This design comes from an exercise in tuning for small area, a short achievable clock period and few clock cycles per item on the open sky130 flow, not from production work.
The RTL was checked by simulation tests, not by an equivalence proof against the original design.

==> job 1111 <==
==> flow/design.v <==
`timescale 1ns/1ps
module huff_top (
    input  logic       clk,
    input  logic       rst_n,
    input  logic       in_valid,
    input  logic       out_mode,
    input  logic [2:0] in_weight,
    output logic       out_valid,
    output logic       out_code
);
    localparam logic [1:0] S_IDLE  = 2'd0;
    localparam logic [1:0] S_LOAD  = 2'd1;
    localparam logic [1:0] S_MERGE = 2'd2;
    localparam logic [1:0] S_EMIT  = 2'd3;
    logic [1:0]  state;
    logic [2:0]  cnt;
    logic        mode;
    logic [2:0]  win;
    logic [39:0] w;         
    logic [14:0] ptr;       
    logic [34:0] code;      
    logic [2:0]  cur;
    logic        rd;
    logic        load;
    logic        merge;
    logic        last_merge;
    logic [4:0]  sum;
    logic [4:0]  nval;
    logic [9:0]  lt;        
    logic [9:0]  wx [0:9];
    logic [7:0]  ins;       
    logic [2:0]  pos;
    logic [7:0]  live;
    logic [7:0]  bnd;
    logic [39:0] w_next;
    logic [14:0] ptr_next;
    logic [34:0] code_next;
    logic [4:0]  arrive;
    assign load       = (state == S_LOAD);
    assign merge      = (state == S_MERGE);
    assign last_merge = merge && (cnt == 3'd5);
    assign sum        = w[4:0] + w[9:5];
    assign nval       = load ? {2'b00, win} : sum;
    always_comb
    begin
        for (int k = 0; k < 8; k++)
        begin
            live[k] = (k + 32'(cnt)) >= 8;
            bnd[k]  = (k + 32'(cnt)) == 7;
        end
        for (int k = 0; k < 10; k++)
            lt[k] = 1'b0;
        for (int k = 0; k < 8; k++)
        begin
            if (load)
                lt[k] = live[k] && (w[5*k +: 5] < nval);
            else if (k >= 2)
                lt[k] = (w[5*k +: 5] < nval);
        end
        ins = '0;
        for (int k = 0; k < 8; k++)
        begin
            if (load)
                ins[k] = !lt[k+1] && (lt[k] || bnd[k]);
            else
                ins[k] = !lt[k+2] && (lt[k+1] || (k == 0));
        end
        pos = '0;
        for (int k = 0; k < 8; k++)
            if (ins[k])
                pos = pos | 3'(k);
        for (int k = 0; k < 8; k++)
        begin
            w_next[5*k +: 5] = w[5*k +: 5];
            if (load)
            begin
                if (lt[k+1])
                    w_next[5*k +: 5] = w[5*k+5 +: 5];
                else if (ins[k])
                    w_next[5*k +: 5] = nval;
            end
            else if (merge)
            begin
                if (lt[k+2])
                    w_next[5*k +: 5] = (k + 2 < 8) ? w[(5*k+10) % 40 +: 5] : 5'h1f;
                else if (ins[k])
                    w_next[5*k +: 5] = nval;
                else
                    w_next[5*k +: 5] = (k + 1 < 8) ? w[(5*k+5) % 40 +: 5] : 5'h1f;
            end
        end
    end
    always_comb
    begin
        arrive[0] = (cnt == 3'd4);
        arrive[1] = mode ? (cnt == 3'd2) : (cnt == 3'd5);
        arrive[2] = mode ? (cnt == 3'd5) : (cnt == 3'd6);
        arrive[3] = mode ? (cnt == 3'd0) : (cnt == 3'd7);
        arrive[4] = mode ? (cnt == 3'd1) : (cnt == 3'd3);
    end
    always_comb
    begin
        for (int i = 0; i < 5; i++)
        begin
            ptr_next[3*i +: 3]  = ptr[3*i +: 3];
            code_next[7*i +: 7] = code[7*i +: 7];
            if (load)
            begin
                if (arrive[i])
                    ptr_next[3*i +: 3] = pos;
                else
                    ptr_next[3*i +: 3] = ptr[3*i +: 3] - 3'(lt[ptr[3*i +: 3]]);
                if (cnt == 3'd0)
                    code_next[7*i +: 7] = 7'd1;
            end
            else if (merge)
            begin
                if (ptr[3*i+1 +: 2] == 2'd0)
                begin
                    ptr_next[3*i +: 3]  = pos;
                    code_next[7*i +: 7] = {code[7*i +: 6], !ptr[3*i]};
                end
                else
                    ptr_next[3*i +: 3] = ptr[3*i +: 3] - 3'd1 - 3'(lt[ptr[3*i +: 3]]);
            end
            else if ((state == S_EMIT) && rd && (cur == 3'(i)))
                code_next[7*i +: 7] = {1'b0, code[7*i+1 +: 6]};
        end
    end
    logic [2:0] cur_ptr;
    logic [6:0] cur_code;
    logic       sym_end;
    logic       emit_bit;
    always_comb
    begin
        cur_ptr  = ptr[2:0];
        cur_code = code[6:0];
        for (int i = 1; i < 5; i++)
            if (cur == 3'(i))
            begin
                cur_ptr  = ptr[3*i +: 3];
                cur_code = code[7*i +: 7];
            end
        if (rd)
        begin
            emit_bit = cur_code[0];
            sym_end  = (cur_code[6:2] == 5'd0);
        end
        else
        begin
            emit_bit = !cur_ptr[0];
            sym_end  = (cur_code[6:1] == 6'd0);
        end
    end
    always_ff @(posedge clk or negedge rst_n)
    begin
        if (!rst_n)
        begin
            state     <= S_IDLE;
            out_valid <= 1'b0;
        end
        else
        begin
            out_valid <= last_merge || (state == S_EMIT);
            case (state)
                S_IDLE:  if (in_valid) state <= S_LOAD;
                S_LOAD:  if (cnt == 3'd7) state <= S_MERGE;
                S_MERGE: if (cnt == 3'd5) state <= S_EMIT;
                default: if (sym_end && (cur == 3'd4)) state <= S_IDLE;
            endcase
        end
    end
    always_ff @(posedge clk)
    begin
        win  <= in_weight;
        w    <= w_next;
        ptr  <= ptr_next;
        code <= code_next;
        if (state == S_IDLE)
        begin
            mode <= out_mode;
            cnt  <= 3'd0;
        end
        else
            cnt <= cnt + 3'd1;
        if (last_merge)
        begin
            out_code <= !ptr_next[0];
            if (code_next[6:0] == 7'd1)
            begin
                cur <= 3'd1;
                rd  <= 1'b0;
            end
            else
            begin
                cur <= 3'd0;
                rd  <= 1'b1;
            end
        end
        else if (state == S_EMIT)
        begin
            out_code <= emit_bit;
            if (sym_end)
            begin
                cur <= cur + 3'd1;
                rd  <= 1'b0;
            end
            else
                rd <= 1'b1;
        end
    end
endmodule
==> flow/run.sh <==
#!/bin/bash
# synth_recipe.tcl (not shown) runs the flow's synth.tcl, then flattens the netlist and writes it again
# the make line also repeats each setting of config.mk as NAME=value (left out here)
make -C /OpenROAD-flow-scripts/flow DESIGN_CONFIG=/design/flow/config.mk WORK_HOME=/design/flow/orfs CLKGATE_MAP_FILE= SYNTH_SCRIPT=/design/flow/synth_recipe.tcl finish
==> flow/config.mk <==
export PLATFORM = sky130hd
export DESIGN_NAME = huff_top
export DESIGN_NICKNAME = huff_top
export VERILOG_FILES = /design/flow/design.v
export SDC_FILE = /design/flow/constraint.sdc
export NUM_CORES = 4
export LEC_CHECK = 0
export CAP_MARGIN = 20
export CORE_MARGIN = 2
export CORE_UTILIZATION = 40
export SLEW_MARGIN = 20
==> flow/constraint.sdc <==
create_clock -name core_clock -period 10.0 [get_ports {clk}]
set_input_delay 2.0000 -clock core_clock [delete_from_list [all_inputs] [get_ports {clk}]]
set_output_delay 2.0000 -clock core_clock [all_outputs]
set_load 0.01 [all_outputs]
==> inputs of job 3551, as changes to job 1111 <==
--- a/flow/design.v
+++ b/flow/design.v
@@ -26,11 +26,16 @@
     logic        last_merge;
     logic [4:0]  sum;
-    logic [4:0]  nval;
-    logic [9:0]  lt;        
-    logic [9:0]  wx [0:9];
+    logic [4:0]  sum_next;
+    logic [4:0]  add_a;
+    logic [4:0]  add_b;
+    logic [4:0]  add_c;
+    logic [7:0]  livem;
+    logic [7:0]  live;
+    logic [7:0]  ltl;       
+    logic [7:0]  ltm;       
+    logic [8:0]  th;        
     logic [7:0]  ins;       
     logic [2:0]  pos;
-    logic [7:0]  live;
-    logic [7:0]  bnd;
+    logic [7:0]  mv;        
     logic [39:0] w_next;
     logic [14:0] ptr_next;
@@ -40,52 +45,48 @@
     assign merge      = (state == S_MERGE);
     assign last_merge = merge && (cnt == 3'd5);
-    assign sum        = w[4:0] + w[9:5];
-    assign nval       = load ? {2'b00, win} : sum;
-    always_comb
-    begin
-        for (int k = 0; k < 8; k++)
-        begin
-            live[k] = (k + 32'(cnt)) >= 8;
-            bnd[k]  = (k + 32'(cnt)) == 7;
-        end
-        for (int k = 0; k < 10; k++)
-            lt[k] = 1'b0;
+    assign add_a    = load ? w[9:5] : w[14:10];
+    assign add_b    = load ? w[14:10] : w[19:15];
+    assign add_c    = load ? {2'b00, win} : sum;
+    assign sum_next = (load ? ltl[2] : ltm[3]) ? (add_a + add_b) : (add_a + add_c);
+    always_comb
+    begin
+        for (int k = 0; k < 8; k++)
+        begin
+            live[k]  = (k + 32'(cnt)) >= 8;
+            livem[k] = (k + 32'(cnt)) <= 7;
+            ltl[k]   = live[k] && (w[5*k +: 3] < win);
+            ltm[k]   = (k >= 2) && livem[k] && (w[5*k +: 5] < sum);
+        end
+        th[0] = 1'b1;
+        th[8] = 1'b0;
+        for (int j = 1; j < 8; j++)
+            th[j] = load ? (!live[j] || ltl[j]) : ((j < 7) && ltm[j+1]);
+        for (int k = 0; k < 8; k++)
+        begin
+            ins[k] = th[k] && !th[k+1];
+            mv[k]  = load ? ((k < 7) && ltl[(k+1) % 8]) : th[k+1];
+        end
+        pos[0] = (th[1] && !th[2]) || (th[3] && !th[4]) || (th[5] && !th[6]) || th[7];
+        pos[1] = (th[2] && !th[4]) || th[6];
+        pos[2] = th[4];
         for (int k = 0; k < 8; k++)
         begin
             if (load)
-                lt[k] = live[k] && (w[5*k +: 5] < nval);
-            else if (k >= 2)
-                lt[k] = (w[5*k +: 5] < nval);
-        end
-        ins = '0;
-        for (int k = 0; k < 8; k++)
-        begin
-            if (load)
-                ins[k] = !lt[k+1] && (lt[k] || bnd[k]);
-            else
-                ins[k] = !lt[k+2] && (lt[k+1] || (k == 0));
-        end
-        pos = '0;
-        for (int k = 0; k < 8; k++)
-            if (ins[k])
-                pos = pos | 3'(k);
-        for (int k = 0; k < 8; k++)
-        begin
-            w_next[5*k +: 5] = w[5*k +: 5];
-            if (load)
-            begin
-                if (lt[k+1])
-                    w_next[5*k +: 5] = w[5*k+5 +: 5];
+            begin
+                if (mv[k])
+                    w_next[5*k +: 5] = w[(5*k+5) % 40 +: 5];
                 else if (ins[k])
-                    w_next[5*k +: 5] = nval;
-            end
-            else if (merge)
-            begin
-                if (lt[k+2])
-                    w_next[5*k +: 5] = (k + 2 < 8) ? w[(5*k+10) % 40 +: 5] : 5'h1f;
+                    w_next[5*k +: 5] = {2'b00, win};
+                else
+                    w_next[5*k +: 5] = w[5*k +: 5];
+            end
+            else
+            begin
+                if (mv[k])
+                    w_next[5*k +: 5] = w[(5*k+10) % 40 +: 5];
                 else if (ins[k])
-                    w_next[5*k +: 5] = nval;
+                    w_next[5*k +: 5] = sum;
                 else
-                    w_next[5*k +: 5] = (k + 1 < 8) ? w[(5*k+5) % 40 +: 5] : 5'h1f;
+                    w_next[5*k +: 5] = w[(5*k+5) % 40 +: 5];
             end
         end
@@ -109,6 +110,6 @@
                 if (arrive[i])
                     ptr_next[3*i +: 3] = pos;
-                else
-                    ptr_next[3*i +: 3] = ptr[3*i +: 3] - 3'(lt[ptr[3*i +: 3]]);
+                else if (ltl[ptr[3*i +: 3]])
+                    ptr_next[3*i +: 3] = ptr[3*i +: 3] - 3'd1;
                 if (cnt == 3'd0)
                     code_next[7*i +: 7] = 7'd1;
@@ -121,6 +122,8 @@
                     code_next[7*i +: 7] = {code[7*i +: 6], !ptr[3*i]};
                 end
+                else if (ltm[ptr[3*i +: 3]])
+                    ptr_next[3*i +: 3] = ptr[3*i +: 3] - 3'd2;
                 else
-                    ptr_next[3*i +: 3] = ptr[3*i +: 3] - 3'd1 - 3'(lt[ptr[3*i +: 3]]);
+                    ptr_next[3*i +: 3] = ptr[3*i +: 3] - 3'd1;
             end
             else if ((state == S_EMIT) && rd && (cur == 3'(i)))
@@ -132,4 +135,5 @@
     logic       sym_end;
     logic       emit_bit;
+    logic       root0;
     always_comb
     begin
@@ -153,4 +157,5 @@
         end
     end
+    assign root0 = (ptr[2:1] == 2'd0) ? !ltm[2] : ltm[2];
     always_ff @(posedge clk or negedge rst_n)
     begin
@@ -174,5 +179,14 @@
     begin
         win  <= in_weight;
-        w    <= w_next;
+        sum  <= sum_next;
+        for (int k = 0; k < 8; k++)
+        begin
+            if (k == 7)
+                w[5*k +: 5] <= {2'b00, w_next[5*k +: 3]};
+            else if (k >= 3)
+                w[5*k +: 5] <= {1'b0, w_next[5*k +: 4]};
+            else
+                w[5*k +: 5] <= w_next[5*k +: 5];
+        end
         ptr  <= ptr_next;
         code <= code_next;
@@ -186,6 +200,6 @@
         if (last_merge)
         begin
-            out_code <= !ptr_next[0];
-            if (code_next[6:0] == 7'd1)
+            out_code <= root0;
+            if ((ptr[2:1] != 2'd0) && (code[6:1] == 6'd0))
             begin
                 cur <= 3'd1;
==> flow/flow/run.sh (new file) <==
#!/bin/bash
set -euo pipefail
bash standard.sh SETUP_SLACK_MARGIN=7 finish > flow_make.log 2>&1
==> flow/standard.sh (new file) <==
#!/bin/bash
# synth_recipe.tcl (not shown) runs the flow's synth.tcl, then flattens the netlist and writes it again
# the make line also repeats each setting of config.mk as NAME=value (left out here)
make -C /OpenROAD-flow-scripts/flow DESIGN_CONFIG=/design/flow/config.mk WORK_HOME=/design/flow/orfs CLKGATE_MAP_FILE= SYNTH_SCRIPT=/design/flow/synth_recipe.tcl "${@:-finish}"
- ABC_AREA: default -> 1
removed: flow/run.sh
==> inputs of job 4860, as changes to job 1111 <==
==> flow/design.v (replaced) <==
`timescale 1ns/1ps
module huff_top (
    input  logic       clk,
    input  logic       rst_n,
    input  logic       in_valid,
    input  logic       out_mode,
    input  logic [2:0] in_weight,
    output logic       out_valid,
    output logic       out_code
);
    localparam logic [1:0] S_IDLE  = 2'd0;
    localparam logic [1:0] S_LOAD  = 2'd1;
    localparam logic [1:0] S_MERGE = 2'd2;
    localparam logic [1:0] S_EMIT  = 2'd3;
    logic [1:0]  state;
    logic [2:0]  cnt;
    logic        mode;
    logic [2:0]  win;
    logic [2:0]  t;         
    logic        idle;
    logic        mode_t;
    logic [39:0] w;         
    logic [14:0] ptr;       
    logic [34:0] code;      
    logic [2:0]  cur;
    logic        rd;
    logic        load;
    logic        merge;
    logic        last_merge;
    logic [4:0]  sum;
    logic [4:0]  sum_next;
    logic [4:0]  add_a;
    logic [4:0]  add_b;
    logic [4:0]  add_c;
    logic [7:0]  livem;
    logic [7:0]  live;
    logic [7:0]  ltl;       
    logic [7:0]  ltm;       
    logic [8:0]  th;        
    logic [7:0]  ins;       
    logic [2:0]  pos;
    logic [7:0]  mv;        
    logic [39:0] w_next;
    logic [14:0] ptr_next;
    logic [34:0] code_next;
    logic [4:0]  arrive;
    assign idle       = (state == S_IDLE);
    assign load       = idle || (state == S_LOAD);
    assign t          = idle ? 3'd0 : cnt;
    assign win        = in_weight;
    assign mode_t     = idle ? out_mode : mode;
    assign merge      = (state == S_MERGE);
    assign last_merge = merge && (cnt == 3'd5);
    assign add_a    = load ? w[9:5] : w[14:10];
    assign add_b    = load ? w[14:10] : w[19:15];
    assign add_c    = load ? {2'b00, win} : sum;
    assign sum_next = (load ? ltl[2] : ltm[3]) ? (add_a + add_b) : (add_a + add_c);
    always_comb
    begin
        for (int k = 0; k < 8; k++)
        begin
            live[k]  = (k + 32'(t)) >= 8;
            livem[k] = (k + 32'(cnt)) <= 7;
            ltl[k]   = live[k] && (w[5*k +: 3] < win);
            ltm[k]   = (k >= 2) && livem[k] && (w[5*k +: 5] < sum);
        end
        th[0] = 1'b1;
        th[8] = 1'b0;
        for (int j = 1; j < 8; j++)
            th[j] = load ? (!live[j] || ltl[j]) : ((j < 7) && ltm[j+1]);
        for (int k = 0; k < 8; k++)
        begin
            ins[k] = th[k] && !th[k+1];
            mv[k]  = load ? ((k < 7) && ltl[(k+1) % 8]) : th[k+1];
        end
        pos[0] = (th[1] && !th[2]) || (th[3] && !th[4]) || (th[5] && !th[6]) || th[7];
        pos[1] = (th[2] && !th[4]) || th[6];
        pos[2] = th[4];
        for (int k = 0; k < 8; k++)
        begin
            if (load)
            begin
                if (mv[k])
                    w_next[5*k +: 5] = w[(5*k+5) % 40 +: 5];
                else if (ins[k])
                    w_next[5*k +: 5] = {2'b00, win};
                else
                    w_next[5*k +: 5] = w[5*k +: 5];
            end
            else
            begin
                if (mv[k])
                    w_next[5*k +: 5] = w[(5*k+10) % 40 +: 5];
                else if (ins[k])
                    w_next[5*k +: 5] = sum;
                else
                    w_next[5*k +: 5] = w[(5*k+5) % 40 +: 5];
            end
        end
    end
    always_comb
    begin
        arrive[0] = (t == 3'd4);
        arrive[1] = mode ? (t == 3'd2) : (t == 3'd5);
        arrive[2] = mode ? (t == 3'd5) : (t == 3'd6);
        arrive[3] = mode_t ? (t == 3'd0) : (t == 3'd7);
        arrive[4] = mode ? (t == 3'd1) : (t == 3'd3);
    end
    always_comb
    begin
        for (int i = 0; i < 5; i++)
        begin
            ptr_next[3*i +: 3]  = ptr[3*i +: 3];
            code_next[7*i +: 7] = code[7*i +: 7];
            if (load)
            begin
                if (arrive[i])
                    ptr_next[3*i +: 3] = pos;
                else if (ltl[ptr[3*i +: 3]])
                    ptr_next[3*i +: 3] = ptr[3*i +: 3] - 3'd1;
                if (idle)
                    code_next[7*i +: 7] = 7'd1;
            end
            else if (merge)
            begin
                if (ptr[3*i+1 +: 2] == 2'd0)
                begin
                    ptr_next[3*i +: 3]  = pos;
                    code_next[7*i +: 7] = {code[7*i +: 6], !ptr[3*i]};
                end
                else if (ltm[ptr[3*i +: 3]])
                    ptr_next[3*i +: 3] = ptr[3*i +: 3] - 3'd2;
                else
                    ptr_next[3*i +: 3] = ptr[3*i +: 3] - 3'd1;
            end
            else if ((state == S_EMIT) && rd && (cur == 3'(i)))
                code_next[7*i +: 7] = {1'b0, code[7*i+1 +: 6]};
        end
    end
    logic [2:0] cur_ptr;
    logic [6:0] cur_code;
    logic       sym_end;
    logic       emit_bit;
    logic       root0;
    always_comb
    begin
        cur_ptr  = ptr[2:0];
        cur_code = code[6:0];
        for (int i = 1; i < 5; i++)
            if (cur == 3'(i))
            begin
                cur_ptr  = ptr[3*i +: 3];
                cur_code = code[7*i +: 7];
            end
        if (rd)
        begin
            emit_bit = cur_code[0];
            sym_end  = (cur_code[6:2] == 5'd0);
        end
        else
        begin
            emit_bit = !cur_ptr[0];
            sym_end  = (cur_code[6:1] == 6'd0);
        end
    end
    assign root0 = (ptr[2:1] == 2'd0) ? !ltm[2] : ltm[2];
    always_ff @(posedge clk or negedge rst_n)
    begin
        if (!rst_n)
        begin
            state     <= S_IDLE;
            out_valid <= 1'b0;
        end
        else
        begin
            out_valid <= last_merge || (state == S_EMIT);
            case (state)
                S_IDLE:  if (in_valid) state <= S_LOAD;
                S_LOAD:  if (cnt == 3'd7) state <= S_MERGE;
                S_MERGE: if (cnt == 3'd5) state <= S_EMIT;
                default: if (sym_end && (cur == 3'd4)) state <= S_IDLE;
            endcase
        end
    end
    always_ff @(posedge clk)
    begin
        sum  <= sum_next;
        for (int k = 0; k < 8; k++)
        begin
            if (k == 7)
                w[5*k +: 5] <= {2'b00, w_next[5*k +: 3]};
            else if (k >= 3)
                w[5*k +: 5] <= {1'b0, w_next[5*k +: 4]};
            else
                w[5*k +: 5] <= w_next[5*k +: 5];
        end
        ptr  <= ptr_next;
        code <= code_next;
        if (idle)
        begin
            mode <= out_mode;
            cnt  <= 3'd1;
        end
        else
            cnt <= cnt + 3'd1;
        if (last_merge)
        begin
            out_code <= root0;
            if ((ptr[2:1] != 2'd0) && (code[6:1] == 6'd0))
            begin
                cur <= 3'd1;
                rd  <= 1'b0;
            end
            else
            begin
                cur <= 3'd0;
                rd  <= 1'b1;
            end
        end
        else if (state == S_EMIT)
        begin
            out_code <= emit_bit;
            if (sym_end)
            begin
                cur <= cur + 3'd1;
                rd  <= 1'b0;
            end
            else
                rd <= 1'b1;
        end
    end
endmodule
- SETUP_SLACK_MARGIN: default -> 5
==> comparison <==
Between job 1111 and job 4860, the lower worst hold slack is in job 1111 (gap 38 ps). Global-route usage: job 3551 > job 1111 > job 4860. The lowest routed wire length belongs to job 4860, the highest to job 3551. Sequential share of layout area, highest first: job 3551, job 4860, job 1111. Worst setup slack: job 3551 > job 4860 > job 1111. Against job 4860, the clock-buffer cell count of job 3551 is lower by 1. Job 1111 completed without violations. Job 4860 finished clean. Job 3551 ran to the end with no violations.
==> figures <==
                                                                           job 4860                   job 1111                  job 3551
Number of clock sinks seen by CTS                                                99                        104                       102
Post-Route Skew                                                            12.07 ps                   10.74 ps                  12.90 ps
Status                                                               finished clean             finished clean            finished clean
Storage cell area                                                          2868 um2                   2978 um2                  2950 um2
Wire length on met1                                                        10.80 mm                   11.49 mm                  11.13 mm
Die outline width                                                          146.1 um                   150.0 um                  146.7 um
DRC marker count from the first detailed-route iteration                        783                        690                       692
Layout Nets                                                                     912                        967                     1,201
Data buffer area share                                                      0.01987                    0.01621                   0.02924
Global-route track usage on met1                                             0.3074                     0.3333                    0.3251
Layout clock buffers                                                             10                          9                         9
Seq_cells                                                                        99                        104                       102
Compound-Gate Fraction of Synth Area                                         0.2039                     0.2410                    0.1531
Fraction of synthesized area in multiplexers                                 0.1350                    0.09043                         0
Setup fix buffers added after clock tree synthesis                                0                          0                         4
Hold_ws                                                                    575.1 ps                   537.3 ps                  516.0 ps
Post-route standard cell area excluding fillers                            8755 um2                   9110 um2                  8985 um2
Detailed-route wire length                                                 22.21 mm                   24.70 mm                  24.87 mm
Most numerous cell in the Yosys netlist                   sky130_fd_sc_hd__edfxtp_1  sky130_fd_sc_hd__edfxtp_1  sky130_fd_sc_hd__nand2_1
Testbench counts of job 1111, summed over its fixed seeds: cycles 16,611, jobs 512.
Testbench counts of job 3551, summed over its fixed seeds: cycles 16,611, jobs 512.
Testbench counts of job 4860, summed over its fixed seeds: cycles 16,099, jobs 512.

==> afterwards: timing with drivers on the ports <==
In the flow no input, the clock included, has a driving cell. The finished layouts below were timed again as built, in two steps.
Step 1, drivers: a clkbuf_16 drives clk and a buf_2 each remaining input, both assumed.
Step 2 times the ports against the registers' clock, not the clock port: input delays grow and output delays shrink by t, the midpoint of the rising clock arrivals with the driver on.
Slacks: ideal ports / drivers / drivers and shift; pairs: ideal ports / drivers.
run	shift t [ns]	setup WS [ns]	hold slack, ns
job 1111	0.406	3.505 / 3.505 / 3.505	0.537 / 0.537 / 0.537
job 3551	0.406	7.038 / 6.995 / 6.859	0.516 / 0.516 / 0.516
job 4860	0.409	5.202 / 5.222 / 4.813	0.575 / 0.575 / 0.575
After both steps every run listed still meets setup and hold. For job 4860, which loses most, drivers alone change the setup slack by +0.020 ns; drivers and shift together by -0.389 ns.
